From an optimization exercise on the open Yosys and OpenROAD flow, aimed at small area, a short achievable clock period and few clock cycles per item; shortcuts taken in it are not production practice. Only simulation tests tie the RTL to the original design; equivalence was not proved.

==> design/flow/design.v <==
package aes_pkg;
  localparam int unsigned PaddrW = 6;
  localparam logic [1:0] KeyMode128 = 2'd0;
  localparam logic [1:0] KeyMode192 = 2'd1;
  localparam logic [2:0] RegKey0 = 3'd0;
  localparam logic [2:0] RegKey1 = 3'd1;
  localparam logic [2:0] RegKey2 = 3'd2;
  localparam logic [2:0] RegKey3 = 3'd3;
  localparam logic [2:0] RegMode = 3'd4;
  function automatic logic [7:0] xtime(input logic [7:0] x);
    xtime = {x[6:0], 1'b0} ^ (x[7] ? 8'h1b : 8'h00);
  endfunction
  function automatic logic [7:0] xtime_inv(input logic [7:0] x);
    xtime_inv = {1'b0, x[7:1]} ^ (x[0] ? 8'h8d : 8'h00);
  endfunction
  function automatic logic [7:0] sbox_fwd(input logic [7:0] u);
    logic T1, T2, T3, T4, T5, T6, T7, T8, T9, T10, T11, T12, T13, T14, T15, T16, T17, T18, T19, T20, T21, T22, T23, T24, T25, T26, T27, M1, M2, M3, M4, M5, M6, M7, M8, M9, M10, M11, M12, M13, M14, M15, M16, M17, M18, M19, M20, M21, M22, M23, M24, M25, M26, M27, M28, M29, M30, M31, M32, M33, M34, M35, M36, M37, M38, M39, M40, M41, M42, M43, M44, M45, M46, M47, M48, M49, M50, M51, M52, M53, M54, M55, M56, M57, M58, M59, M60, M61, M62, M63;
    logic L0, L1, L2, L3, L4, L5, L6, L7, L8, L9, L10, L11, L12, L13, L14, L15, L16, L17, L18, L19, L20, L21, L22, L23, L24, L25, L26, L27, L28, L29, S0, S1, S2, S3, S4, S5, S6, S7;
    T1 = u[7] ^ u[4];
    T2 = u[7] ^ u[2];
    T3 = u[7] ^ u[1];
    T4 = u[4] ^ u[2];
    T5 = u[3] ^ u[1];
    T6 = T1 ^ T5;
    T7 = u[6] ^ u[5];
    T8 = u[0] ^ T6;
    T9 = u[0] ^ T7;
    T10 = T6 ^ T7;
    T11 = u[6] ^ u[2];
    T12 = u[5] ^ u[2];
    T13 = T3 ^ T4;
    T14 = T6 ^ T11;
    T15 = T5 ^ T11;
    T16 = T5 ^ T12;
    T17 = T9 ^ T16;
    T18 = u[4] ^ u[0];
    T19 = T7 ^ T18;
    T20 = T1 ^ T19;
    T21 = u[1] ^ u[0];
    T22 = T7 ^ T21;
    T23 = T2 ^ T22;
    T24 = T2 ^ T10;
    T25 = T20 ^ T17;
    T26 = T3 ^ T16;
    T27 = T1 ^ T12;
    M1 = T13 & T6;
    M2 = T23 & T8;
    M3 = T14 ^ M1;
    M4 = T19 & u[0];
    M5 = M4 ^ M1;
    M6 = T3 & T16;
    M7 = T22 & T9;
    M8 = T26 ^ M6;
    M9 = T20 & T17;
    M10 = M9 ^ M6;
    M11 = T1 & T15;
    M12 = T4 & T27;
    M13 = M12 ^ M11;
    M14 = T2 & T10;
    M15 = M14 ^ M11;
    M16 = M3 ^ M2;
    M17 = M5 ^ T24;
    M18 = M8 ^ M7;
    M19 = M10 ^ M15;
    M20 = M16 ^ M13;
    M21 = M17 ^ M15;
    M22 = M18 ^ M13;
    M23 = M19 ^ T25;
    M24 = M22 ^ M23;
    M25 = M22 & M20;
    M26 = M21 ^ M25;
    M27 = M20 ^ M21;
    M28 = M23 ^ M25;
    M29 = M28 & M27;
    M30 = M26 & M24;
    M31 = M20 & M23;
    M32 = M27 & M31;
    M33 = M27 ^ M25;
    M34 = M21 & M22;
    M35 = M24 & M34;
    M36 = M24 ^ M25;
    M37 = M21 ^ M29;
    M38 = M32 ^ M33;
    M39 = M23 ^ M30;
    M40 = M35 ^ M36;
    M41 = M38 ^ M40;
    M42 = M37 ^ M39;
    M43 = M37 ^ M38;
    M44 = M39 ^ M40;
    M45 = M42 ^ M41;
    M46 = M44 & T6;
    M47 = M40 & T8;
    M48 = M39 & u[0];
    M49 = M43 & T16;
    M50 = M38 & T9;
    M51 = M37 & T17;
    M52 = M42 & T15;
    M53 = M45 & T27;
    M54 = M41 & T10;
    M55 = M44 & T13;
    M56 = M40 & T23;
    M57 = M39 & T19;
    M58 = M43 & T3;
    M59 = M38 & T22;
    M60 = M37 & T20;
    M61 = M42 & T1;
    M62 = M45 & T4;
    M63 = M41 & T2;
    L0 = M61 ^ M62;
    L1 = M50 ^ M56;
    L2 = M46 ^ M48;
    L3 = M47 ^ M55;
    L4 = M54 ^ M58;
    L5 = M49 ^ M61;
    L6 = M62 ^ L5;
    L7 = M46 ^ L3;
    L8 = M51 ^ M59;
    L9 = M52 ^ M53;
    L10 = M53 ^ L4;
    L11 = M60 ^ L2;
    L12 = M48 ^ M51;
    L13 = M50 ^ L0;
    L14 = M52 ^ M61;
    L15 = M55 ^ L1;
    L16 = M56 ^ L0;
    L17 = M57 ^ L1;
    L18 = M58 ^ L8;
    L19 = M63 ^ L4;
    L20 = L0 ^ L1;
    L21 = L1 ^ L7;
    L22 = L3 ^ L12;
    L23 = L18 ^ L2;
    L24 = L15 ^ L9;
    L25 = L6 ^ L10;
    L26 = L7 ^ L9;
    L27 = L8 ^ L10;
    L28 = L11 ^ L14;
    L29 = L11 ^ L17;
    S0 = L6 ^ L24;
    S1 = ~(L16 ^ L26);
    S2 = ~(L19 ^ L28);
    S3 = L6 ^ L21;
    S4 = L20 ^ L22;
    S5 = L25 ^ L29;
    S6 = ~(L13 ^ L27);
    S7 = ~(L6 ^ L23);
    sbox_fwd = {S0, S1, S2, S3, S4, S5, S6, S7};
  endfunction
  function automatic logic [7:0] aff_inv(input logic [7:0] x);
    aff_inv[0] = ~(x[2] ^ x[5] ^ x[7]);
    aff_inv[1] = x[0] ^ x[3] ^ x[6];
    aff_inv[2] = ~(x[1] ^ x[4] ^ x[7]);
    aff_inv[3] = x[0] ^ x[2] ^ x[5];
    aff_inv[4] = x[1] ^ x[3] ^ x[6];
    aff_inv[5] = x[2] ^ x[4] ^ x[7];
    aff_inv[6] = x[0] ^ x[3] ^ x[5];
    aff_inv[7] = x[1] ^ x[4] ^ x[6];
  endfunction
  function automatic logic [31:0] sub_word(input logic [31:0] w);
    sub_word = {sbox_fwd(w[31:24]), sbox_fwd(w[23:16]), sbox_fwd(w[15:8]), sbox_fwd(w[7:0])};
  endfunction
  function automatic logic [31:0] mix_col(input logic [31:0] c);
    logic [7:0] a0, a1, a2, a3;
    a0 = c[31:24]; a1 = c[23:16]; a2 = c[15:8]; a3 = c[7:0];
    mix_col = {xtime(a0 ^ a1) ^ a1 ^ a2 ^ a3,
               xtime(a1 ^ a2) ^ a2 ^ a3 ^ a0,
               xtime(a2 ^ a3) ^ a3 ^ a0 ^ a1,
               xtime(a3 ^ a0) ^ a0 ^ a1 ^ a2};
  endfunction
  function automatic logic [31:0] inv_pre(input logic [31:0] c);
    logic [7:0] a0, a1, a2, a3, u, v;
    a0 = c[31:24]; a1 = c[23:16]; a2 = c[15:8]; a3 = c[7:0];
    u = xtime(xtime(a0 ^ a2));
    v = xtime(xtime(a1 ^ a3));
    inv_pre = {a0 ^ u, a1 ^ v, a2 ^ u, a3 ^ v};
  endfunction
  function automatic logic [31:0] inv_mix_col(input logic [31:0] c);
    logic [7:0] a0, a1, a2, a3, u, v;
    a0 = c[31:24]; a1 = c[23:16]; a2 = c[15:8]; a3 = c[7:0];
    u = xtime(xtime(a0 ^ a2));
    v = xtime(xtime(a1 ^ a3));
    inv_mix_col = mix_col({a0 ^ u, a1 ^ v, a2 ^ u, a3 ^ v});
  endfunction
endpackage
module aes_datapath (
  input  logic         clk_i,
  input  logic         frz_i,
  input  logic         ld_i,
  input  logic         sw_i,
  input  logic         d1_i,
  input  logic         selb_i,
  input  logic         spec_i,
  input  logic         d2_i,
  input  logic         last2_i,
  input  logic         fin_i,
  input  logic         cap_i,
  input  logic [255:0] key_i,
  input  logic [1:0]   mode_i,
  input  logic [128:0] in_i,
  output logic [127:0] out_o
);
  logic nk4, nk6, nk8;
  assign nk4 = (mode_i == aes_pkg::KeyMode128);
  assign nk6 = (mode_i == aes_pkg::KeyMode192);
  assign nk8 = !nk4 && !nk6;
  logic [255:0] k1_q, k2_q, dk_q;
  logic [31:0]  t1_q, sin2_q, dkt_q;
  logic [7:0]   rc1_q, rc2_q;
  logic [1:0]   ph1_q, ph2_q;
  function automatic logic [31:0] wd(input logic [255:0] w, input int j);
    wd = w[255-32*j -: 32];
  endfunction
  function automatic logic [1:0] ph_back(input logic [1:0] ph, input logic n6);
    ph_back = n6 ? ((ph == 2'd0) ? 2'd2 : ph - 2'd1) : {1'b0, !ph[0]};
  endfunction
  function automatic logic [31:0] f_sel(input logic [255:0] w, input logic [1:0] ph,
                                        input logic n4, input logic n6);
    if (n4)                f_sel = wd(w, 3);
    else if (!n6)          f_sel = wd(w, 7);
    else if (ph == 2'd0)   f_sel = wd(w, 5);
    else                   f_sel = wd(w, 0) ^ wd(w, 1) ^ wd(w, 5);
  endfunction
  function automatic logic [31:0] b_sel(input logic [255:0] w, input logic [1:0] ph,
                                        input logic n4, input logic n6);
    logic [1:0] bp;
    bp = ph_back(ph, n6);
    if (n4)                b_sel = wd(w, 3) ^ wd(w, 2);
    else if (!n6)          b_sel = wd(w, 3);
    else if (bp == 2'd0)   b_sel = wd(w, 1);
    else                   b_sel = wd(w, 3);
  endfunction
  logic [31:0] k_in, k_sw;
  assign k_in = spec_i ? f_sel(key_i, 2'd0, nk4, nk6) : sin2_q;
  assign k_sw = aes_pkg::sub_word(k_in);
  logic        f_rot, f_t0, f_t2, b_rot, b_t0, b_t2;
  logic [1:0]  b_ph, f_ph, ph_n;
  logic [7:0]  b_rc, f_rc, rc_n;
  logic [31:0] tf, tb;
  logic [31:0] s [8];
  logic [31:0] n0, n1, n2, n3, o0, o1, o2, o3;
  logic [255:0] w_n;
  logic [31:0]  sin_n;
  always_comb begin
    for (int j = 0; j < 8; j++) s[j] = wd(k1_q, j);
    f_rot = nk4 || (nk6 && ph1_q != 2'd2) || (nk8 && ph1_q == 2'd0);
    f_t0  = nk4 || nk8 || (nk6 && ph1_q == 2'd0);
    f_t2  = nk6 && ph1_q == 2'd1;
    f_rc  = f_rot ? aes_pkg::xtime(rc1_q) : rc1_q;
    f_ph  = nk6 ? ((ph1_q == 2'd2) ? 2'd0 : ph1_q + 2'd1) : {1'b0, !ph1_q[0]};
    b_ph  = ph_back(ph1_q, nk6);
    b_rot = nk4 || (nk6 && b_ph != 2'd2) || (nk8 && b_ph == 2'd0);
    b_t0  = nk4 || nk8 || (nk6 && b_ph == 2'd0);
    b_t2  = nk6 && b_ph == 2'd1;
    b_rc  = b_rot ? aes_pkg::xtime_inv(rc1_q) : rc1_q;
    tf = f_rot ? {t1_q[23:0], t1_q[31:24]} ^ {rc1_q, 24'h0} : t1_q;
    tb = b_rot ? {t1_q[23:0], t1_q[31:24]} ^ {b_rc, 24'h0} : t1_q;
    n0 = s[0] ^ (f_t0 ? tf : (nk6 ? s[5] : s[7]));
    n1 = s[1] ^ n0;
    n2 = s[2] ^ (f_t2 ? tf : n1);
    n3 = s[3] ^ n2;
    if (nk4) begin
      o3 = s[3] ^ s[2];
      o2 = s[2] ^ s[1];
      o1 = s[1] ^ s[0];
      o0 = s[0] ^ tb;
    end else if (nk6) begin
      o3 = s[5] ^ s[4];
      o2 = s[4] ^ (b_t2 ? tb : s[3]);
      o1 = s[3] ^ s[2];
      o0 = s[2] ^ (b_t0 ? tb : s[1]);
    end else begin
      o3 = s[7] ^ s[6];
      o2 = s[6] ^ s[5];
      o1 = s[5] ^ s[4];
      o0 = s[4] ^ tb;
    end
    if (d1_i) begin
      w_n  = {o0, o1, o2, o3, s[0], s[1], s[2], s[3]};
      rc_n = b_rc;
      ph_n = b_ph;
    end else begin
      if (nk4)      w_n = {n0, n1, n2, n3, 128'h0};
      else if (nk6) w_n = {s[4], s[5], n0, n1, n2, n3, 64'h0};
      else          w_n = {s[4], s[5], s[6], s[7], n0, n1, n2, n3};
      rc_n = f_rc;
      ph_n = f_ph;
    end
    sin_n = selb_i ? b_sel(w_n, ph_n, nk4, nk6) : f_sel(w_n, ph_n, nk4, nk6);
  end
  logic [7:0] rc_end;
  assign rc_end = nk4 ? 8'h6c : nk6 ? 8'h1b : 8'h80;
  always_ff @(posedge clk_i) begin
    if (!frz_i) begin
      if (ld_i && in_i[128]) begin
        k1_q  <= dk_q;
        t1_q  <= dkt_q;
        rc1_q <= rc_end;
        ph1_q <= 2'd0;
      end else if (ld_i || sw_i) begin
        k1_q  <= key_i;
        t1_q  <= k_sw;
        rc1_q <= 8'h01;
        ph1_q <= 2'd0;
      end else begin
        k1_q  <= k2_q;
        t1_q  <= k_sw;
        rc1_q <= rc2_q;
        ph1_q <= ph2_q;
      end
      k2_q   <= w_n;
      sin2_q <= sin_n;
      rc2_q  <= rc_n;
      ph2_q  <= ph_n;
      if (cap_i) begin
        dk_q  <= k2_q;
        dkt_q <= k_sw;
      end
    end
  end
  logic [127:0] st_q, r_q, out_q;
  function automatic logic [127:0] shift_rows(input logic [127:0] x);
    for (int c = 0; c < 4; c++)
      for (int r = 0; r < 4; r++)
        shift_rows[127-8*(r+4*c) -: 8] = x[127-8*(r+4*((c+r)%4)) -: 8];
  endfunction
  function automatic logic [127:0] inv_shift_aff(input logic [127:0] x);
    for (int c = 0; c < 4; c++)
      for (int r = 0; r < 4; r++)
        inv_shift_aff[127-8*(r+4*((c+r)%4)) -: 8] = aes_pkg::aff_inv(x[127-8*(r+4*c) -: 8]);
  endfunction
  logic [127:0] sb;
  always_comb
    for (int n = 0; n < 16; n++) sb[127-8*n -: 8] = aes_pkg::sbox_fwd(st_q[127-8*n -: 8]);
  logic [127:0] rk, v, x, mi, m, y;
  assign rk = k2_q[255:128];
  always_comb begin
    for (int n = 0; n < 16; n++)
      v[127-8*n -: 8] = d2_i ? aes_pkg::aff_inv(r_q[127-8*n -: 8]) : r_q[127-8*n -: 8];
    x = v ^ rk;
    for (int c = 0; c < 4; c++)
      mi[127-32*c -: 32] = d2_i ? aes_pkg::inv_pre(x[127-32*c -: 32]) : v[127-32*c -: 32];
    for (int c = 0; c < 4; c++) m[127-32*c -: 32] = aes_pkg::mix_col(mi[127-32*c -: 32]);
    y = last2_i ? x : (d2_i ? m : m ^ rk);
  end
  logic [127:0] z;
  logic         zdec;
  always_comb begin
    if (ld_i) begin
      z    = in_i[127:0] ^ (in_i[128] ? dk_q[255:128] : key_i[255:128]);
      zdec = in_i[128];
    end else begin
      z    = y;
      zdec = d2_i;
    end
  end
  always_ff @(posedge clk_i) begin
    if (!frz_i) begin
      st_q <= zdec ? inv_shift_aff(z) : shift_rows(z);
      r_q  <= sb;
      if (fin_i) out_q <= y;
    end
  end
  assign out_o = out_q;
endmodule
module aes_ctrl (
  input  logic       clk_i,
  input  logic       rst_ni,
  input  logic       key_dirty_i,    
  input  logic [1:0] mode_i,
  input  logic       in_valid_i,
  output logic       in_stall_o,
  input  logic       in_action_i,
  output logic       out_valid_o,
  input  logic       out_stall_i,
  output logic       frz_o,          
  output logic       ld_o,           
  output logic       sw_o,           
  output logic       d1_o,           
  output logic       selb_o,         
  output logic       spec_o,         
  output logic       d2_o,           
  output logic       last2_o,        
  output logic       fin_o,          
  output logic       cap_o           
);
  logic       a1_q, w1_q, d1_q, a2_q, w2_q, d2_q, vo_q, dk_ok_q;
  logic [3:0] n1_q, n2_q, nr;
  logic       p2free;
  assign nr = (mode_i == aes_pkg::KeyMode128) ? 4'd10 :
              (mode_i == aes_pkg::KeyMode192) ? 4'd12 : 4'd14;
  assign frz_o   = vo_q && out_stall_i;
  assign last2_o = (n2_q == nr);
  assign fin_o   = a2_q && !w2_q && last2_o;
  assign cap_o   = a2_q && !d2_q && last2_o && !dk_ok_q;
  assign p2free  = !a2_q || last2_o;
  assign spec_o  = p2free && !cap_o;
  assign d1_o    = d1_q;
  assign d2_o    = d2_q;
  assign selb_o  = d1_q || (!dk_ok_q && n1_q == nr);
  assign in_stall_o  = frz_o || !p2free || (in_action_i ? !dk_ok_q : cap_o);
  assign ld_o        = in_valid_i && !in_stall_o;
  assign sw_o        = !frz_o && in_valid_i && in_action_i && !dk_ok_q && !a1_q && !a2_q;
  assign out_valid_o = vo_q;
  always_ff @(posedge clk_i or negedge rst_ni) begin
    if (!rst_ni) begin
      a1_q <= 1'b0; w1_q <= 1'b0; d1_q <= 1'b0; n1_q <= '0;
      a2_q <= 1'b0; w2_q <= 1'b0; d2_q <= 1'b0; n2_q <= '0;
      vo_q <= 1'b0;
      dk_ok_q <= 1'b0;
    end else begin
      if (key_dirty_i) dk_ok_q <= 1'b0;
      else if (cap_o && !frz_o) dk_ok_q <= 1'b1;
      if (!frz_o) begin
        a2_q <= a1_q; w2_q <= w1_q; d2_q <= d1_q; n2_q <= n1_q;
        if (ld_o || sw_o) begin
          a1_q <= 1'b1; w1_q <= sw_o; d1_q <= ld_o && in_action_i; n1_q <= 4'd1;
        end else begin
          a1_q <= a2_q && !last2_o; w1_q <= w2_q; d1_q <= d2_q; n1_q <= n2_q + 4'd1;
        end
        if (fin_o) vo_q <= 1'b1;
        else if (!out_stall_i) vo_q <= 1'b0;
      end
    end
  end
endmodule
module aes_block_cipher (
  input  logic                      clk_i,
  input  logic                      rst_ni,
  input  logic                      in_valid_i,
  output logic                      in_stall_o,
  input  logic [128:0]              in_data_i,    
  output logic                      out_valid_o,
  input  logic                      out_stall_i,
  output logic [127:0]              out_data_o,   
  input  logic                      psel,
  input  logic                      penable,
  input  logic                      pwrite,
  input  logic [aes_pkg::PaddrW-1:0] paddr,
  input  logic [63:0]               pwdata,
  output logic [63:0]               prdata,
  output logic                      pready
);
  logic [63:0] key_q [4];
  logic [1:0]  mode_q;
  logic [63:0] rdata_q;
  logic        wr, dirty;
  logic [2:0]  ridx;
  logic frz, ld, sw, d1, selb, spec, d2, last2, fin, cap;
  assign pready = 1'b1;
  assign wr    = psel && penable && pwrite;
  assign ridx  = paddr[5:3];
  assign dirty = wr && (ridx <= aes_pkg::RegMode);
  always_ff @(posedge clk_i or negedge rst_ni) begin
    if (!rst_ni) begin
      for (int i = 0; i < 4; i++) key_q[i] <= '0;
      mode_q <= '0;
    end else if (wr) begin
      case (ridx)
        aes_pkg::RegKey0: key_q[0] <= pwdata;
        aes_pkg::RegKey1: key_q[1] <= pwdata;
        aes_pkg::RegKey2: key_q[2] <= pwdata;
        aes_pkg::RegKey3: key_q[3] <= pwdata;
        aes_pkg::RegMode: mode_q <= pwdata[1:0];
        default: ;
      endcase
    end
  end
  always_ff @(posedge clk_i) begin
    case (ridx)
      aes_pkg::RegKey0: rdata_q <= key_q[0];
      aes_pkg::RegKey1: rdata_q <= key_q[1];
      aes_pkg::RegKey2: rdata_q <= key_q[2];
      aes_pkg::RegKey3: rdata_q <= key_q[3];
      aes_pkg::RegMode: rdata_q <= {62'd0, mode_q};
      default:          rdata_q <= '0;
    endcase
  end
  assign prdata = rdata_q;
  aes_ctrl u_ctrl (
    .clk_i, .rst_ni,
    .key_dirty_i (dirty),
    .mode_i      (mode_q),
    .in_valid_i,
    .in_stall_o,
    .in_action_i (in_data_i[128]),
    .out_valid_o,
    .out_stall_i,
    .frz_o   (frz),
    .ld_o    (ld),
    .sw_o    (sw),
    .d1_o    (d1),
    .selb_o  (selb),
    .spec_o  (spec),
    .d2_o    (d2),
    .last2_o (last2),
    .fin_o   (fin),
    .cap_o   (cap)
  );
  aes_datapath u_dp (
    .clk_i,
    .frz_i   (frz),
    .ld_i    (ld),
    .sw_i    (sw),
    .d1_i    (d1),
    .selb_i  (selb),
    .spec_i  (spec),
    .d2_i    (d2),
    .last2_i (last2),
    .fin_i   (fin),
    .cap_i   (cap),
    .key_i   ({key_q[0], key_q[1], key_q[2], key_q[3]}),
    .mode_i  (mode_q),
    .in_i    (in_data_i),
    .out_o   (out_data_o)
  );
endmodule
==> design/flow/run.sh <==
#!/bin/bash
# synth_recipe.tcl (not shown) runs the flow's synth.tcl, then flattens the netlist and writes it again
# the make line also repeats each setting of config.mk as NAME=value (left out here)
make -C /OpenROAD-flow-scripts/flow DESIGN_CONFIG=/design/flow/config.mk WORK_HOME=/design/flow/orfs CLKGATE_MAP_FILE= SYNTH_SCRIPT=/design/flow/synth_recipe.tcl finish
==> design/flow/config.mk <==
export PLATFORM = sky130hd
export DESIGN_NAME = aes_block_cipher
export DESIGN_NICKNAME = aes_block_cipher
export VERILOG_FILES = /design/flow/design.v
export SDC_FILE = /design/flow/constraint.sdc
export NUM_CORES = 8
export LEC_CHECK = 0
export CAP_MARGIN = 20
export CORE_MARGIN = 2
export CORE_UTILIZATION = 25
export PLACE_DENSITY = 0.35
export SETUP_SLACK_MARGIN = 4
export SLEW_MARGIN = 20
==> design/flow/constraint.sdc <==
create_clock -name core_clock -period 10.0 [get_ports {clk_i}]
set_input_delay 2.0000 -clock core_clock [delete_from_list [all_inputs] [get_ports {clk_i}]]
set_output_delay 2.0000 -clock core_clock [all_outputs]
set_load 0.01 [all_outputs]
==> summary.txt, run 1 <==
Critical path
  – Crit path buffers/inverters: 9
  – R2R cell count: 24
  – CP Class: reg2reg
  – WP depth: 24
  – Worst reg-to-reg setup slack: 4.10 ns
  – CP Data Required Time: 10.74 ns
  – Crit end category: flop
  – Crit-path max cell delay: 0.54 ns
  – Crit-path cells: buf_4 > buf_12 > inv_16 > buf_16 > mux2i_4 > buf_12 > xnor3_1 > mux2i_1 > buf_4 > xnor2_2 > inv_1 > ha_1 > xor2_2 > xnor2_4 > xnor2_1 > buf_6 > nor3_4 > buf_4 > mux2i_1 > o221ai_1 > a22oi_2 > xor3_1 > xnor2_1 > mux2_2
  – CP Max Fanout: 22
  – CP arrival: 6.64 ns
  – CP max-delay cell: dfrtp_4
  – Crit path launch type: flop
  – CP top delay family: XOR/XNOR gates
  – Crit path top cell by count: buf_4

Layout
  – Layout cell share with drive strength beyond 1: 0.131
  – Most frequent cells in the layout: xnor2_1 (1623), nor2_1 (1270), edfxtp_1 (1268)
  – Area of the multi-input gates: 81800 µm²
  – Syn-to-layout area delta: 18.3%
  – Register Area: 46200 µm²
  – Filler instances: 54500
  – Most common cell after layout, fill and taps aside: xnor2_1
  – # nets final: 13800

Route
  – Post-route DRC: 0
  – DR vias: 107000
  – Iteration-0 DRC Markers: 12200
  – Antenna viol nets, final: 0
  – Via density: 5.17
  – 1st-pass router iterations: 8
  – Drt wl/cell: 31.8 µm
  – Final wirelength: 659 mm

Synth
  – Ys Warns: 5
  – Top cell type's share of synthesized area: 0.292
  – Cell Area, Synth: 130000 µm²
  – Ranking of synthesized cells by area: edfxtp_1 (29%), xnor2_1 (12%), xor2_1 (6.3%)
  – Post-synth cell types: 121
  – Seq/Total Area, Yosys: 0.355
  – Syn Inst Count: 13400
  – Post-synth net total: 13600
  – Synth async-reset ratio: 0.171
  – Mean Syn Cell Area: 9.76 µm²
  – Leading area contributor after synthesis: edfxtp_1
  – Yosys reg bits: 1606
  – Ys flop type: edfxtp_1
  – Number of synthesized flops with an enable pin: 1268

Placement
  – IO buf count: 396
  – Final GP Congestion: 0.912
  – DP Wirelength: 492 mm
  – Setup WS pre-CTS: 2.06 ns

Die
  – Die area: 527000 µm²
  – Core area: 520000 µm²
  – # rows: 265
  – Die Height: 726 µm
  – Io pins: 401
  – Die W: 726 µm
  – Starting density of the core: 0.251

Hold path
  – Tightest Hold Check Type: reg2reg
  – Hold Crit Depth: 0

Clock tree
  – CTS sink count: 1606
  – Clock buffer depth: 4
  – Clock latency (worst-skew pair): 0.98 ns
  – Root buf cell: clkbuf_16
  – CTS tree: yes
  – Clock Pin Slew Worst Setup and Hold Paths: 0.06 ns
  – H-tree depth: 4
  – Total CTS buffers: 217

Global routing
  – Largest net degree at the start of global routing: 161
  – Overflow after GRT: 0
  – Number of global-route vias before repair: 99400
  – Antenna violations before repair: 87
  – Total track usage: 0.239
  – First-pass GRT wire length: 887 mm

STA
  – Slew Limit Fails: 0
  – # setup viols final: 0
  – Max Freq: 0.169 GHz
  – Fin crit period: 5.90 ns
  – Worst Max-Slew Pin Slew: 1.26 ns
  – Post-route setup TNS: 0 ns
  – Unrepaired setup endpoints after global routing: yes
  – Part of the cycle the worst path needs: 0.590
  – Slew HR: 0.143
  – Final-report hold violation count: 0
  – Skew final: 0.0989 ns
  – Final WS setup: 4.10 ns

Outcome
  – Status: complete, no violations

Flow run
  – Max-cap check violation count: 0
==> timing repair <==
action	in CTS	in global routing
gates resized for setup	241	183
endpoints found under the hold margin	0	0
buffers inserted	81	105
setup endpoints to repair	268	190
pin swaps	30	40
hold buffers	0	0
gates cloned	10	3
==> state kept, by name (all words and copies together) (netlist names), 2 cells and up <==
| signal | flops |
|---|---|
| mode_q | 2 |
| u_dp.rc2_q | 8 |
| u_ctrl.n2_q | 4 |
| u_dp.t1_q | 32 |
| u_dp.st_q | 128 |
| u_dp.ph2_q | 2 |
| u_dp.out_q | 128 |
| u_dp.dkt_q | 32 |
| rdata_q | 64 |
| u_dp.r_q | 128 |
| key_q | 256 |
| u_ctrl.n1_q | 4 |
| u_dp.k1_q | 256 |
| u_dp.k2_q | 256 |
| u_dp.ph1_q | 2 |
| u_dp.dk_q | 256 |
| u_dp.sin2_q | 32 |
| u_dp.rc1_q | 8 |
==> path summary, 6_finish.rpt <==
path                            endpoint           from
max in group asynchronous   key_q[3][37]         rst_ni
hold reg to reg            u_dp.dk_q[13]  u_dp.k2_q[13]
setup reg to reg           u_dp.t1_q[13]      mode_q[1]
setup / recovery           u_dp.t1_q[13]      mode_q[1]
hold / removal             u_dp.dk_q[13]  u_dp.k2_q[13]
min in group asynchronous   key_q[1][28]         rst_ni
==> worst reg2reg max path, stage by stage, from the launching register on <==
cell and delay (ns):
dfrtp_4 0.54, buf_4 0.17, buf_12 0.13, inv_16 0.14
buf_16 0.24, mux2i_4 0.27, buf_12 0.16, xnor3_1 0.33
mux2i_1 0.16, buf_4 0.24, xnor2_2 0.20, inv_1 0.13
ha_1 0.34, xor2_2 0.31, xnor2_4 0.21, xnor2_1 0.18
buf_6 0.26, nor3_4 0.07, buf_4 0.18, mux2i_1 0.13
o221ai_1 0.14, a22oi_2 0.26, xor3_1 0.43, xnor2_1 0.17
mux2_2 0.28
==> cell families (layout without fill, tap and decap cells) <==
kind of cell             Yosys count  count (layout)  synth area share
AO/OA/AOI/OAI                   3147            3147             0.156
XOR/XNOR                        3059            3061             0.249
adder cells (fa/ha/maj)           53              53           0.00495
buffers and inverters           1246            1657            0.0382
flip-flops                      1606            1606             0.355
multiplexers                    1174            1174            0.0961
other                              1              49         0.0000288
AND/OR/NAND/NOR                 3069            3070             0.101
==> cells in the mapped netlist (all sizes together), types with 92 or more instances <==
library cell	number
a211oi	169
xor2	944
edfxtp	1268
a31oi	102
nor3	125
o211ai	92
xor3	134
inv	317
mux2	428
a222oi	136
o22ai	254
mux2i	746
nor2	1278
nand3	164
buf	170
xnor3	258
xnor2	1723
nand2	1062
a21oi	816
clkbuf	758
dfrtp	274
o21ai	847
nand2b	153
==> final cells by class <==
class / instances / share of cell area
antenna: 48 / 0.000779
clock buffer: 275 / 0.0377
clock inverter: 123 / 0.00922
inverter: 318 / 0.00791
multi-input combinational: 10500 / 0.531
sequential: 1606 / 0.300
tap: 6942 / 0.0563
timing repair buffer: 939 / 0.0576
timing repair inverter: 2 / 0.000130
==> through the flow <==
stage	util	instances	hold WS, ns	area (µm²)
floorplan	-	13400	0.427	130000
global placement	0.274	20100	0.432	143000
detailed placement	0.274	20100	0.435	143000
CTS	0.292	20600	0.407	152000
global route	0.296	20700	0.425	154000
finish	0.296	20800	0.432	154000
==> layer usage <==
metal | share of wire | vias to the layer above | GRT usage
met5 | 0.00054 | - | 0
met4 | 0.049 | 60 | 0.0990
met3 | 0.069 | 608 | 0.0379
met2 | 0.41 | 3939 | 0.344
li1 | - | 48500 | -
met1 | 0.47 | 54300 | 0.352
Testbench counts, summed over its fixed seeds: cycles 17,529, blocks 1,280.
==> run 2: changes to the inputs <==
--- a/design/flow/design.v
+++ b/design/flow/design.v
@@ -196,6 +196,8 @@
   input  logic         cap_i,
   input  logic [255:0] key_i,
   input  logic [1:0]   mode_i,
+  input  logic [255:0] key_nx_i,       
+  input  logic [1:0]   mode_nx_i,
   input  logic [128:0] in_i,
   output logic [127:0] out_o
 );
@@ -229,8 +231,12 @@
     else if (bp == 2'd0)   b_sel = wd(w, 1);
     else                   b_sel = wd(w, 3);
   endfunction
+  logic [31:0] skey_q;
+  always_ff @(posedge clk_i)
+    skey_q <= f_sel(key_nx_i, 2'd0, mode_nx_i == aes_pkg::KeyMode128,
+                    mode_nx_i == aes_pkg::KeyMode192);
   logic [31:0] k_in, k_sw;
-  assign k_in = spec_i ? f_sel(key_i, 2'd0, nk4, nk6) : sin2_q;
+  assign k_in = spec_i ? skey_q : sin2_q;
   assign k_sw = aes_pkg::sub_word(k_in);
   logic        f_rot, f_t0, f_t2, b_rot, b_t0, b_t2;
   logic [1:0]  b_ph, f_ph, ph_n;
@@ -254,10 +260,22 @@
     b_rc  = b_rot ? aes_pkg::xtime_inv(rc1_q) : rc1_q;
     tf = f_rot ? {t1_q[23:0], t1_q[31:24]} ^ {rc1_q, 24'h0} : t1_q;
     tb = b_rot ? {t1_q[23:0], t1_q[31:24]} ^ {b_rc, 24'h0} : t1_q;
-    n0 = s[0] ^ (f_t0 ? tf : (nk6 ? s[5] : s[7]));
-    n1 = s[1] ^ n0;
-    n2 = s[2] ^ (f_t2 ? tf : n1);
-    n3 = s[3] ^ n2;
+    if (f_t2) begin
+      n0 = s[0] ^ s[5];
+      n1 = s[0] ^ s[1] ^ s[5];
+      n2 = s[2] ^ tf;
+      n3 = (s[2] ^ s[3]) ^ tf;
+    end else if (f_t0) begin
+      n0 = s[0] ^ tf;
+      n1 = (s[0] ^ s[1]) ^ tf;
+      n2 = (s[0] ^ s[1] ^ s[2]) ^ tf;
+      n3 = (s[0] ^ s[1] ^ s[2] ^ s[3]) ^ tf;
+    end else begin
+      n0 = s[0] ^ s[5];
+      n1 = s[0] ^ s[1] ^ s[5];
+      n2 = s[0] ^ s[1] ^ s[2] ^ s[5];
+      n3 = s[0] ^ s[1] ^ s[2] ^ s[3] ^ s[5];
+    end
     if (nk4) begin
       o3 = s[3] ^ s[2];
       o2 = s[2] ^ s[1];
@@ -442,7 +460,6 @@
 );
   logic [63:0] key_q [4];
   logic [1:0]  mode_q;
-  logic [63:0] rdata_q;
   logic        wr, dirty;
   logic [2:0]  ridx;
   logic frz, ld, sw, d1, selb, spec, d2, last2, fin, cap;
@@ -450,32 +467,31 @@
   assign wr    = psel && penable && pwrite;
   assign ridx  = paddr[5:3];
   assign dirty = wr && (ridx <= aes_pkg::RegMode);
+  logic [63:0] key_d [4];
+  logic [1:0]  mode_d;
+  always_comb begin
+    for (int i = 0; i < 4; i++) key_d[i] = (wr && ridx == 3'(i)) ? pwdata : key_q[i];
+    mode_d = (wr && ridx == aes_pkg::RegMode) ? pwdata[1:0] : mode_q;
+  end
   always_ff @(posedge clk_i or negedge rst_ni) begin
     if (!rst_ni) begin
       for (int i = 0; i < 4; i++) key_q[i] <= '0;
       mode_q <= '0;
-    end else if (wr) begin
-      case (ridx)
-        aes_pkg::RegKey0: key_q[0] <= pwdata;
-        aes_pkg::RegKey1: key_q[1] <= pwdata;
-        aes_pkg::RegKey2: key_q[2] <= pwdata;
-        aes_pkg::RegKey3: key_q[3] <= pwdata;
-        aes_pkg::RegMode: mode_q <= pwdata[1:0];
-        default: ;
-      endcase
+    end else begin
+      for (int i = 0; i < 4; i++) key_q[i] <= key_d[i];
+      mode_q <= mode_d;
     end
   end
-  always_ff @(posedge clk_i) begin
+  always_comb begin
     case (ridx)
-      aes_pkg::RegKey0: rdata_q <= key_q[0];
-      aes_pkg::RegKey1: rdata_q <= key_q[1];
-      aes_pkg::RegKey2: rdata_q <= key_q[2];
-      aes_pkg::RegKey3: rdata_q <= key_q[3];
-      aes_pkg::RegMode: rdata_q <= {62'd0, mode_q};
-      default:          rdata_q <= '0;
+      aes_pkg::RegKey0: prdata = key_q[0];
+      aes_pkg::RegKey1: prdata = key_q[1];
+      aes_pkg::RegKey2: prdata = key_q[2];
+      aes_pkg::RegKey3: prdata = key_q[3];
+      aes_pkg::RegMode: prdata = {62'd0, mode_q};
+      default:          prdata = '0;
     endcase
   end
-  assign prdata = rdata_q;
   aes_ctrl u_ctrl (
     .clk_i, .rst_ni,
     .key_dirty_i (dirty),
@@ -510,6 +526,8 @@
     .cap_i   (cap),
     .key_i   ({key_q[0], key_q[1], key_q[2], key_q[3]}),
     .mode_i  (mode_q),
+    .key_nx_i  ({key_d[0], key_d[1], key_d[2], key_d[3]}),
+    .mode_nx_i (mode_d),
     .in_i    (in_data_i),
     .out_o   (out_data_o)
   );
==> design/flow/flow/run.sh (new file) <==
#!/bin/bash
# Own layout flow: the standard flow (standard.sh) unchanged, except that the synthesis's
# ABC technology-mapping step runs flow/abc.script (area-recovering &nf mapping) in place of
# ORFS's abc_speed.script. Registers are mapped before ABC runs, so they are the standard ones.
set -euo pipefail
here=$(pwd)
cat > "$here/own_synth.tcl" <<TCL
# replace the -script argument of every abc call with this flow's mapping script
proc abc {args} {
  set i [lsearch -exact \$args -script]
  if {\$i >= 0} { set args [lreplace \$args [expr {\$i + 1}] [expr {\$i + 1}] $here/flow/abc.script] }
  yosys abc {*}\$args
}
source $here/synth_recipe.tcl
TCL
sed "s#SYNTH_SCRIPT=[^ ]*#SYNTH_SCRIPT=$here/own_synth.tcl#" standard.sh > own_standard.sh
bash own_standard.sh > "$here/flow.log" 2>&1
==> design/flow/flow/abc.script (new file) <==
&get -n
&st
&dch
&nf -R 1000
&put
topo
stime -c
buffer -c
upsize -c
dnsize -c
==> design/flow/standard.sh (new file) <==
#!/bin/bash
# synth_recipe.tcl (not shown) runs the flow's synth.tcl, then flattens the netlist and writes it again
# the make line also repeats each setting of config.mk as NAME=value (left out here)
make -C /OpenROAD-flow-scripts/flow DESIGN_CONFIG=/design/flow/config.mk WORK_HOME=/design/flow/orfs CLKGATE_MAP_FILE= SYNTH_SCRIPT=/design/flow/synth_recipe.tcl "${@:-finish}"
--- a/design/flow/config.mk
+++ b/design/flow/config.mk
@@ -7,7 +7,7 @@
 export LEC_CHECK = 0
 export CAP_MARGIN = 20
 export CORE_MARGIN = 2
-export CORE_UTILIZATION = 25
-export PLACE_DENSITY = 0.35
+export CORE_UTILIZATION = 40
+export PLACE_DENSITY = 0.5
 export SETUP_SLACK_MARGIN = 4
 export SLEW_MARGIN = 20
removed: design/flow/run.sh
==> run 2 against run 1 <==
Effect of this change: still clean on timing, DRC and antenna; global-route usage is 11 points higher; first-iteration DRC count is 5.3% higher; die area is 46% lower; non-clock buffer count is 135 lower; register-to-register slack worse by 0.13 ns; largest cell class unchanged.
==> summary.txt, run 2 <==
Placement
  – Final GP Congestion: 0.997
  – IO buf count: 396
  – DP Wirelength: 382 mm
  – Placed inst area: 121000 µm²
  – Setup WS pre-CTS: 2.89 ns

Global routing
  – Total track usage: 0.353
  – Overflow after GRT: 0
  – Number of global-route vias before repair: 87000
  – First-pass GRT wire length: 712 mm
  – Antenna violations before repair: 65
  – Largest net degree at the start of global routing: 187

Clock tree
  – CTS tree: yes
  – Cts-stage hold buffer count: 0
  – Clock latency (worst-skew pair): 0.93 ns
  – Root buf cell: clkbuf_16
  – CTS sink count: 1574
  – Clock buffer depth: 4
  – Total CTS buffers: 189
  – Clock Pin Slew Worst Setup and Hold Paths: 0.06 ns
  – H-tree depth: 4

Synth
  – Post-synth net total: 12300
  – Number of synthesized flops with an enable pin: 1268
  – Leading area contributor after synthesis: edfxtp_1
  – Ys flop type: edfxtp_1
  – Mean Syn Cell Area: 9.38 µm²
  – Cell Area, Synth: 113000 µm²
  – Commonest cells post-synth: xnor2_1 (2112), nand2_1 (1344), edfxtp_1 (1268), xor2_1 (1177), o21ai_0 (1152)
  – Ys Warns: 6
  – Post-synth cell types: 74
  – Top cell type's share of synthesized area: 0.338
  – Yosys reg bits: 1574
  – Synth async-reset ratio: 0.174
  – Most common cell in the netlist: xnor2_1
  – Ranking of synthesized cells by area: edfxtp_1 (34%), xnor2_1 (16%), xor2_1 (9.2%)
  – Syn Inst Count: 12000
  – Seq/Total Area, Yosys: 0.405

Critical path
  – Crit path buffers/inverters: 7
  – CP Data Required Time: 10.65 ns
  – Crit-path max cell delay: 0.52 ns
  – CP max-delay cell: dfrtp_4
  – CP top delay family: XOR/XNOR gates
  – CP arrival: 6.69 ns
  – CP Class: reg2reg
  – CP Max Fanout: 8
  – Crit path launch type: flop
  – Crit end category: flop

STA
  – Slew Limit Fails: 0
  – Skew final: 0.102 ns
  – Slew HR: 0.121
  – Part of the cycle the worst path needs: 0.603
  – Unrepaired setup endpoints after global routing: yes
  – Fin crit period: 6.03 ns
  – Final WS setup: 3.97 ns
  – Worst Max-Slew Pin Slew: 1.30 ns
  – Max Freq: 0.166 GHz
  – # setup viols final: 0
  – Hold slack: 0.445 ns
  – Final-report hold violation count: 0

Die
  – Io pins: 401
  – Die W: 534 µm
  – Die Height: 534 µm
  – Core area: 280000 µm²
  – Starting density of the core: 0.402
  – Die area: 286000 µm²
  – # rows: 194

Flow run
  – Max-cap check violation count: 0

Layout
  – Syn-to-layout area delta: 17.2%
  – Layout cell share with drive strength beyond 1: 0.113
  – Most frequent cells in the layout: xnor2_1 (2021), nand2_1 (1311), edfxtp_1 (1268)
  – Final instance area: 132000 µm²
  – # nets final: 12600
  – Final Util: 0.472
  – Most common cell after layout, fill and taps aside: xnor2_1

Route
  – Drt wl/cell: 32.2 µm
  – Final wirelength: 523 mm
  – Antenna viol nets, final: 0
  – Via density: 5.88
  – 1st-pass router iterations: 7
  – Iteration-0 DRC Markers: 12800
  – Post-route DRC: 0
  – DR vias: 95500

Hold path
  – Tightest Hold Check Type: reg2reg

Outcome
  – Status: complete, no violations
run 2: changes by cell type in the layout (fill, tap and decap cells not counted), moves of 159 or more:
cell / before / now
buf_4: 477 / 316
inv_1: 312 / 148
mux2_2: 420 / 261
mux2i_1: 668 / 221
nand2_1: 1047 / 1311
nor2_1: 1270 / 1042
o21ai_0: 756 / 1125
xnor2_1: 1623 / 2021
xnor3_1: 241 / 1
xor2_1: 898 / 1114
run 2: worst register-to-register path: cells and delay by family (launching register included):
kind                   cells  cell delay [ns]
AO/OA/AOI/OAI              1             0.16
AND/OR/NAND/NOR            7             1.33
multiplexers               2             0.61
XOR/XNOR                  11             2.05
flip-flops                 1             0.52
buffers and inverters      7             1.13
run 2: final cells by class:
cell class                 count  area (µm²)
tap                         3724        4660
fill                       26400      148000
clock buffer                 248        5280
antenna                       23        57.6
multi-input combinational   9599       66700
sequential                  1574       45600
clock inverter               103        1090
inverter                     154         598
timing repair buffer         804        8000
run 2: per-layer routing:
metal	up-vias	track usage	routed length [µm]
met5	-	0	157
met4	14	0.201	35100
met3	801	0.102	60100
met2	5396	0.487	210000
met1	47100	0.489	218000
li1	42200	-	-
run 2: metrics by stage:
| stage | TNS [ns] | std cells |
|---|---|---|
| floorplan | -534.96 | 12000 |
| global placement | 0 | 15700 |
| detailed placement | 0 | 15700 |
| CTS | 0 | 16100 |
| global route | 0 | 16200 |
| finish | 0 | 16200 |
run 2: timing repair:
action                     4_1_cts  5_1_grt
buffers inserted                70       97
gates resized for setup        293      246
cloned                          13        0
setup endpoints to repair      247      185
pin swaps                      100      155
run 2: cells by family (layout without fill, tap and decap cells):
family | Yosys count | count (layout) | share of synthesized area
flip-flops | 1574 | 1574 | 0.405
other | 1 | 24 | 0.0000333
AND/OR/NAND/NOR | 2767 | 2768 | 0.0983
adder cells (fa/ha/maj) | 46 | 46 | 0.00511
multiplexers | 533 | 533 | 0.0506
buffers and inverters | 831 | 1309 | 0.0281
AO/OA/AOI/OAI | 2928 | 2928 | 0.151
XOR/XNOR | 3323 | 3323 | 0.262
run 2: worst paths after layout:
path | from | to | slack (ns) | cells past startpoint
worst min register to register | u_dp.k2_q[60] | u_dp.dk_q[60] | 0.45 | 0
worst min-delay path | u_dp.k2_q[60] | u_dp.dk_q[60] | 0.45 | 0
max in group asynchronous | rst_ni | key_q[1][58] | 7.16 | 3
worst max register to register | mode_q[1] | u_dp.t1_q[18] | 3.97 | 28
worst max-delay path | mode_q[1] | u_dp.t1_q[18] | 3.97 | 28
min in group asynchronous | rst_ni | u_ctrl.dk_ok_q | 1.05 | 1
Testbench counts of run 2, summed over its fixed seeds: cycles 17,529, blocks 1,280.
==> run 3: changes to the inputs <==
--- a/design/flow/design.v
+++ b/design/flow/design.v
@@ -184,13 +184,15 @@
 endpackage
 module aes_datapath (
   input  logic         clk_i,
-  input  logic         frz_i,
   input  logic         ld_i,
   input  logic         sw_i,
   input  logic         d1_i,
+  input  logic         p1_i,
   input  logic         selb_i,
   input  logic         spec_i,
   input  logic         d2_i,
+  input  logic         p2_i,
+  input  logic         park_i,
   input  logic         last2_i,
   input  logic         fin_i,
   input  logic         cap_i,
@@ -308,7 +310,7 @@
   logic [7:0] rc_end;
   assign rc_end = nk4 ? 8'h6c : nk6 ? 8'h1b : 8'h80;
   always_ff @(posedge clk_i) begin
-    if (!frz_i) begin
+    begin
       if (ld_i && in_i[128]) begin
         k1_q  <= dk_q;
         t1_q  <= dkt_q;
@@ -350,7 +352,7 @@
   always_comb
     for (int n = 0; n < 16; n++) sb[127-8*n -: 8] = aes_pkg::sbox_fwd(st_q[127-8*n -: 8]);
   logic [127:0] rk, v, x, mi, m, y;
-  assign rk = k2_q[255:128];
+  assign rk = p2_i ? 128'h0 : k2_q[255:128];    
   always_comb begin
     for (int n = 0; n < 16; n++)
       v[127-8*n -: 8] = d2_i ? aes_pkg::aff_inv(r_q[127-8*n -: 8]) : r_q[127-8*n -: 8];
@@ -358,7 +360,7 @@
     for (int c = 0; c < 4; c++)
       mi[127-32*c -: 32] = d2_i ? aes_pkg::inv_pre(x[127-32*c -: 32]) : v[127-32*c -: 32];
     for (int c = 0; c < 4; c++) m[127-32*c -: 32] = aes_pkg::mix_col(mi[127-32*c -: 32]);
-    y = last2_i ? x : (d2_i ? m : m ^ rk);
+    y = (last2_i || p2_i) ? x : (d2_i ? m : m ^ rk);
   end
   logic [127:0] z;
   logic         zdec;
@@ -372,11 +374,11 @@
     end
   end
   always_ff @(posedge clk_i) begin
-    if (!frz_i) begin
-      st_q <= zdec ? inv_shift_aff(z) : shift_rows(z);
-      r_q  <= sb;
-      if (fin_i) out_q <= y;
-    end
+    if (park_i)    st_q <= y;
+    else if (zdec) st_q <= inv_shift_aff(z);
+    else           st_q <= shift_rows(z);
+    r_q <= p1_i ? st_q : sb;
+    if (fin_i) out_q <= y;
   end
   assign out_o = out_q;
 endmodule
@@ -390,53 +392,77 @@
   input  logic       in_action_i,
   output logic       out_valid_o,
   input  logic       out_stall_i,
-  output logic       frz_o,          
   output logic       ld_o,           
   output logic       sw_o,           
   output logic       d1_o,           
+  output logic       p1_o,           
   output logic       selb_o,         
   output logic       spec_o,         
   output logic       d2_o,           
+  output logic       p2_o,           
   output logic       last2_o,        
   output logic       fin_o,          
+  output logic       park_o,         
   output logic       cap_o           
 );
-  logic       a1_q, w1_q, d1_q, a2_q, w2_q, d2_q, vo_q, dk_ok_q;
+  logic       a1_q, w1_q, d1_q, p1_q, g1_q, a2_q, w2_q, d2_q, p2_q, g2_q;
+  logic       vo_q, dk_ok_q, head_q, tag_q;
+  logic       l1_q, l2_q;            
+  logic       spec_q, dk_ok_d;
   logic [3:0] n1_q, n2_q, nr;
-  logic       p2free;
+  logic       done2, p2free, sink_free;
   assign nr = (mode_i == aes_pkg::KeyMode128) ? 4'd10 :
               (mode_i == aes_pkg::KeyMode192) ? 4'd12 : 4'd14;
-  assign frz_o   = vo_q && out_stall_i;
-  assign last2_o = (n2_q == nr);
-  assign fin_o   = a2_q && !w2_q && last2_o;
-  assign cap_o   = a2_q && !d2_q && last2_o && !dk_ok_q;
-  assign p2free  = !a2_q || last2_o;
-  assign spec_o  = p2free && !cap_o;
-  assign d1_o    = d1_q;
-  assign d2_o    = d2_q;
-  assign selb_o  = d1_q || (!dk_ok_q && n1_q == nr);
-  assign in_stall_o  = frz_o || !p2free || (in_action_i ? !dk_ok_q : cap_o);
+  assign sink_free = !vo_q || !out_stall_i;
+  assign last2_o   = l2_q;
+  assign done2     = a2_q && (last2_o || p2_q);         
+  assign fin_o     = done2 && !w2_q && (g2_q == head_q) && sink_free;
+  assign park_o    = done2 && !w2_q && !fin_o;
+  assign cap_o     = a2_q && !p2_q && !d2_q && last2_o && !dk_ok_q;
+  assign p2free    = !a2_q || (done2 && !park_o);
+  assign spec_o    = spec_q;
+  assign d1_o      = d1_q;
+  assign d2_o      = d2_q;
+  assign p1_o      = p1_q;
+  assign p2_o      = p2_q;
+  assign selb_o    = d1_q || (!dk_ok_q && l1_q);
+  assign in_stall_o  = !p2free || (in_action_i ? !dk_ok_q : cap_o);
   assign ld_o        = in_valid_i && !in_stall_o;
-  assign sw_o        = !frz_o && in_valid_i && in_action_i && !dk_ok_q && !a1_q && !a2_q;
+  assign sw_o        = in_valid_i && in_action_i && !dk_ok_q && !a1_q && !a2_q;
   assign out_valid_o = vo_q;
+  assign dk_ok_d = key_dirty_i ? 1'b0 : (cap_o ? 1'b1 : dk_ok_q);
   always_ff @(posedge clk_i or negedge rst_ni) begin
     if (!rst_ni) begin
-      a1_q <= 1'b0; w1_q <= 1'b0; d1_q <= 1'b0; n1_q <= '0;
-      a2_q <= 1'b0; w2_q <= 1'b0; d2_q <= 1'b0; n2_q <= '0;
+      l1_q <= 1'b0; l2_q <= 1'b0; spec_q <= 1'b1;
+      a1_q <= 1'b0; w1_q <= 1'b0; d1_q <= 1'b0; p1_q <= 1'b0; g1_q <= 1'b0; n1_q <= '0;
+      a2_q <= 1'b0; w2_q <= 1'b0; d2_q <= 1'b0; p2_q <= 1'b0; g2_q <= 1'b0; n2_q <= '0;
       vo_q <= 1'b0;
       dk_ok_q <= 1'b0;
+      head_q <= 1'b0;
+      tag_q <= 1'b0;
     end else begin
-      if (key_dirty_i) dk_ok_q <= 1'b0;
-      else if (cap_o && !frz_o) dk_ok_q <= 1'b1;
-      if (!frz_o) begin
-        a2_q <= a1_q; w2_q <= w1_q; d2_q <= d1_q; n2_q <= n1_q;
-        if (ld_o || sw_o) begin
-          a1_q <= 1'b1; w1_q <= sw_o; d1_q <= ld_o && in_action_i; n1_q <= 4'd1;
-        end else begin
-          a1_q <= a2_q && !last2_o; w1_q <= w2_q; d1_q <= d2_q; n1_q <= n2_q + 4'd1;
-        end
-        if (fin_o) vo_q <= 1'b1;
-        else if (!out_stall_i) vo_q <= 1'b0;
+      dk_ok_q <= dk_ok_d;
+      spec_q  <= !a1_q || p1_q || (l1_q && !(!p1_q && !d1_q && !dk_ok_d));
+      l2_q <= l1_q;
+      a2_q <= a1_q; w2_q <= w1_q; d2_q <= d1_q; p2_q <= p1_q; g2_q <= g1_q; n2_q <= n1_q;
+      if (ld_o || sw_o) begin
+        a1_q <= 1'b1; w1_q <= sw_o; d1_q <= ld_o && in_action_i; p1_q <= 1'b0;
+        g1_q <= tag_q; n1_q <= 4'd1; l1_q <= 1'b0;
+      end else begin
+        a1_q <= a2_q && !(done2 && !park_o);
+        w1_q <= w2_q;
+        d1_q <= d2_q && !park_o;
+        p1_q <= park_o;
+        g1_q <= g2_q;
+        n1_q <= n2_q + 4'd1;
+        l1_q <= (n2_q + 4'd1 == nr);
+      end
+      if (ld_o) tag_q <= !tag_q;
+      if (fin_o) begin
+        vo_q   <= 1'b1;
+        head_q <= !head_q;
+      end else if (!out_stall_i) begin
+        vo_q <= 1'b0;
       end
     end
   end
@@ -462,7 +488,7 @@
   logic [1:0]  mode_q;
   logic        wr, dirty;
   logic [2:0]  ridx;
-  logic frz, ld, sw, d1, selb, spec, d2, last2, fin, cap;
+  logic ld, sw, d1, p1, selb, spec, d2, p2, last2, fin, park, cap;
   assign pready = 1'b1;
   assign wr    = psel && penable && pwrite;
   assign ridx  = paddr[5:3];
@@ -501,26 +527,30 @@
     .in_action_i (in_data_i[128]),
     .out_valid_o,
     .out_stall_i,
-    .frz_o   (frz),
     .ld_o    (ld),
     .sw_o    (sw),
     .d1_o    (d1),
+    .p1_o    (p1),
     .selb_o  (selb),
     .spec_o  (spec),
     .d2_o    (d2),
+    .p2_o    (p2),
     .last2_o (last2),
     .fin_o   (fin),
+    .park_o  (park),
     .cap_o   (cap)
   );
   aes_datapath u_dp (
     .clk_i,
-    .frz_i   (frz),
     .ld_i    (ld),
     .sw_i    (sw),
     .d1_i    (d1),
+    .p1_i    (p1),
     .selb_i  (selb),
     .spec_i  (spec),
     .d2_i    (d2),
+    .p2_i    (p2),
+    .park_i  (park),
     .last2_i (last2),
     .fin_i   (fin),
     .cap_i   (cap),
--- a/design/flow/config.mk
+++ b/design/flow/config.mk
@@ -9,5 +9,5 @@
 export CORE_MARGIN = 2
 export CORE_UTILIZATION = 40
 export PLACE_DENSITY = 0.5
-export SETUP_SLACK_MARGIN = 4
+export SETUP_SLACK_MARGIN = 4.5
 export SLEW_MARGIN = 20
==> run 3 against run 2 <==
Effect of this change: setup slack better by 0.40 ns; still clean on timing, DRC and antenna; synthesized area is 4.3% lower; critical path depth is 19 lower; global-route usage rose by 0.80 points; die area fell by 4.3%; via count up 0.50%; highest routed layer unchanged; critical endpoint is now prdata[42]; flip-flop and latch count grew 9; design area decreased by 4.0%.
==> summary.txt, run 3 <==
Critical path
  – Crit end category: output pin
  – Critical Path Source: paddr[4]
  – Crit path top cell by count: buf_12
  – Worst r2r src: mode_q[1]
  – Crit path launch type: primary input
  – Critical Path End: prdata[42]
  – Worst reg-to-reg setup slack: 4.45 ns
  – CP Class: in2out
  – R2r endpoint: u_dp.sin2_q[7]
  – Crit-path max cell delay: 0.38 ns
  – CP arrival: 3.63 ns
  – CP Data Required Time: 8.00 ns
  – CP max-delay cell: a222oi_1
  – R2R cell count: 17
  – CP Max Fanout: 6
  – Crit-path cells: buf_12 > nor3b_4 > buf_12 > buf_12 > buf_16 > buf_12 > a222oi_1 > nand2_1 > buf_2

STA
  – Part of the cycle the worst path needs: 0.563
  – Final-report hold violation count: 0
  – Worst Max-Slew Pin Slew: 1.29 ns
  – Unrepaired setup endpoints after global routing: yes
  – Slew HR: 0.112
  – Fin crit period: 5.63 ns
  – Post-route setup TNS: 0 ns
  – Skew final: 0.123 ns
  – Slew Limit Fails: 0
  – Max Freq: 0.178 GHz
  – # setup viols final: 0

Die
  – Die Height: 523 µm
  – Starting density of the core: 0.402
  – Die area: 273000 µm²
  – Io pins: 401
  – Die W: 523 µm
  – # rows: 190
  – Core area: 268000 µm²

Clock tree
  – Total CTS buffers: 190
  – Cts-stage hold buffer count: 0
  – CTS sink count: 1583
  – Clock buffer depth: 4
  – H-tree depth: 4
  – Clock Pin Slew Worst Setup and Hold Paths: 0.06 ns
  – Clock latency (worst-skew pair): 0.92 ns
  – CTS tree: yes
  – Root buf cell: clkbuf_16

Layout
  – # nets final: 13000
  – Layout cell share with drive strength beyond 1: 0.116
  – Syn-to-layout area delta: 17.6%
  – Register Area: 37300 µm²
  – Most frequent cells in the layout: xnor2_1 (2178), nand2_1 (1453), o21ai_0 (1116)
  – Area of the multi-input gates: 70200 µm²
  – Most common cell after layout, fill and taps aside: xnor2_1
  – Filler instances: 25600
  – Final std cells w/o fill: 16500

Hold path
  – Hold Crit Depth: 0
  – Tightest Hold Check Type: reg2reg

Placement
  – Final GP Congestion: 1.01
  – IO buf count: 396
  – Placed cell count: 16000
  – DP Wirelength: 377 mm

Route
  – 1st-pass router iterations: 10
  – Via density: 5.81
  – Final wirelength: 513 mm
  – DR vias: 96000
  – Antenna viol nets, final: 0
  – Iteration-0 DRC Markers: 11300
  – Drt wl/cell: 31.1 µm
  – Post-route DRC: 0

Outcome
  – Status: complete, no violations

Global routing
  – Number of global-route vias before repair: 90100
  – First-pass GRT wire length: 701 mm
  – Total track usage: 0.361
  – Largest net degree at the start of global routing: 125
  – Overflow after GRT: 0
  – Antenna violations before repair: 53

Synth
  – Ranking of synthesized cells by area: xnor2_1 (18%), dfxtp_1 (16%), edfxtp_1 (12%)
  – Seq/Total Area, Yosys: 0.346
  – Syn Inst Count: 12600
  – Leading area contributor after synthesis: xnor2_1
  – Post-synth cell types: 77
  – Mean Syn Cell Area: 8.54 µm²
  – Ys flop type: dfxtp_1
  – Top cell type's share of synthesized area: 0.184
  – Synth async-reset ratio: 0.179
  – Most common cell in the netlist: xnor2_1
  – Ys Warns: 6
  – Cell Area, Synth: 108000 µm²
  – Commonest cells post-synth: xnor2_1 (2259), nand2_1 (1484), o21ai_0 (1199), xor2_1 (1164), nor2_1 (1110)
  – Yosys reg bits: 1583
  – Post-synth net total: 12900
  – Number of synthesized flops with an enable pin: 416

Flow run
  – Max-cap check violation count: 0
-- run 3: what timing repair did --
| item | 4_1_cts | 5_1_grt |
|---|---|---|
| endpoints found under the setup margin | 535 | 240 |
| pin swaps | 56 | 88 |
| setup buffers | 53 | 56 |
| gates cloned | 20 | 5 |
| gates resized for setup | 351 | 192 |
-- run 3: critical path: cells and delay by family --
| kind | cells | cell delay [ns] |
|---|---|---|
| buffers and inverters | 6 | 0.89 |
| AO/OA/AOI/OAI | 1 | 0.38 |
| AND/OR/NAND/NOR | 2 | 0.35 |
-- run 3: routing by layer --
layer	up-vias	global-route usage	part of all wire
li1	42900	-	-
met1	47000	0.460	0.40
met2	4920	0.547	0.43
met3	1171	0.0698	0.084
met4	10	0.257	0.085
met5	-	0	0.00015
-- run 3: kinds of logic (layout without fill, tap and decap cells) --
| kind of cell | after synthesis | count (layout) | share of synthesized area |
|---|---|---|---|
| AO/OA/AOI/OAI | 3017 | 3017 | 0.162 |
| XOR/XNOR | 3464 | 3464 | 0.285 |
| adder cells (fa/ha/maj) | 47 | 47 | 0.00546 |
| buffers and inverters | 904 | 1211 | 0.0324 |
| flip-flops | 1583 | 1583 | 0.346 |
| multiplexers | 498 | 498 | 0.0503 |
| other | 1 | 33 | 0.0000348 |
| AND/OR/NAND/NOR | 3100 | 3104 | 0.118 |
-- run 3: final cells by class --
| class | count | share of cell area |
|---|---|---|
| multi-input cells | 10100 | 0.554 |
| repair inverters | 1 | 0.0000691 |
| inverters | 112 | 0.00349 |
| clock inverters | 73 | 0.00680 |
| diodes | 32 | 0.000632 |
| well taps | 3552 | 0.0351 |
| clock buffers | 273 | 0.0445 |
| flip-flops and latches | 1583 | 0.294 |
| repair buffers | 752 | 0.0609 |
-- run 3: worst min-delay path by stage --
stage | endpoint | slack [ns] | start
finish | u_ctrl.n2_q[1] | 0.35 | u_ctrl.n1_q[1]
global route | u_ctrl.g2_q | 0.36 | u_ctrl.g1_q
CTS | u_ctrl.n2_q[1] | 0.35 | u_ctrl.n1_q[1]
detailed placement | u_ctrl.n2_q[1] | 0.33 | u_ctrl.n1_q[1]
global placement | u_ctrl.n2_q[0] | 0.33 | u_ctrl.n1_q[0]
floorplan | u_ctrl.g2_q | 0.33 | u_ctrl.g1_q
-- run 3: through the flow --
step	utilization	setup slack [ns]	hold WS (ns)	area (µm²)
after floorplan	-	0.847	0.331	110000
after global placement	0.436	2.79	0.332	117000
after detailed placement	0.436	2.80	0.335	117000
after CTS	0.467	4.32	0.349	125000
after global routing	0.473	4.33	0.357	127000
final	0.473	4.37	0.348	127000
Testbench counts of run 3, summed over its fixed seeds: cycles 17,529, blocks 1,280.

==> re-timing with driven ports <==
The flow's constraints put no driver on any port. The routed layouts listed below were extracted and timed again, unchanged, in two steps. Step 1 (the two cells are an assumption about what drives the block):
set clk [get_ports {clk_i}]
set_driving_cell -lib_cell sky130_fd_sc_hd__clkbuf_16 $clk
set_driving_cell -lib_cell sky130_fd_sc_hd__buf_2 [delete_from_list [all_inputs] $clk]
Step 2 also shifts input and output timing later by t, the mid clock arrival at the registers, as if the neighbouring blocks saw the same clock. Slacks: ideal / step 1 / step 2; pairs: ideal / step 1.
run | t, ns | setup slack, ns | slew at the worst register clock pin (ns)
run 1 | 1.051 | 4.097 / 4.097 / 3.381 | 0.08 / 0.08
run 2 | 0.991 | 3.968 / 3.946 / 3.349 | 0.07 / 0.07
run 3 | 0.964 | 4.367 / 4.314 / 3.635 | 0.07 / 0.07
After both steps every run listed still meets setup and hold. The setup slack of run 3, which loses most, moves by -0.053 ns with the drivers and by -0.732 ns with both steps.
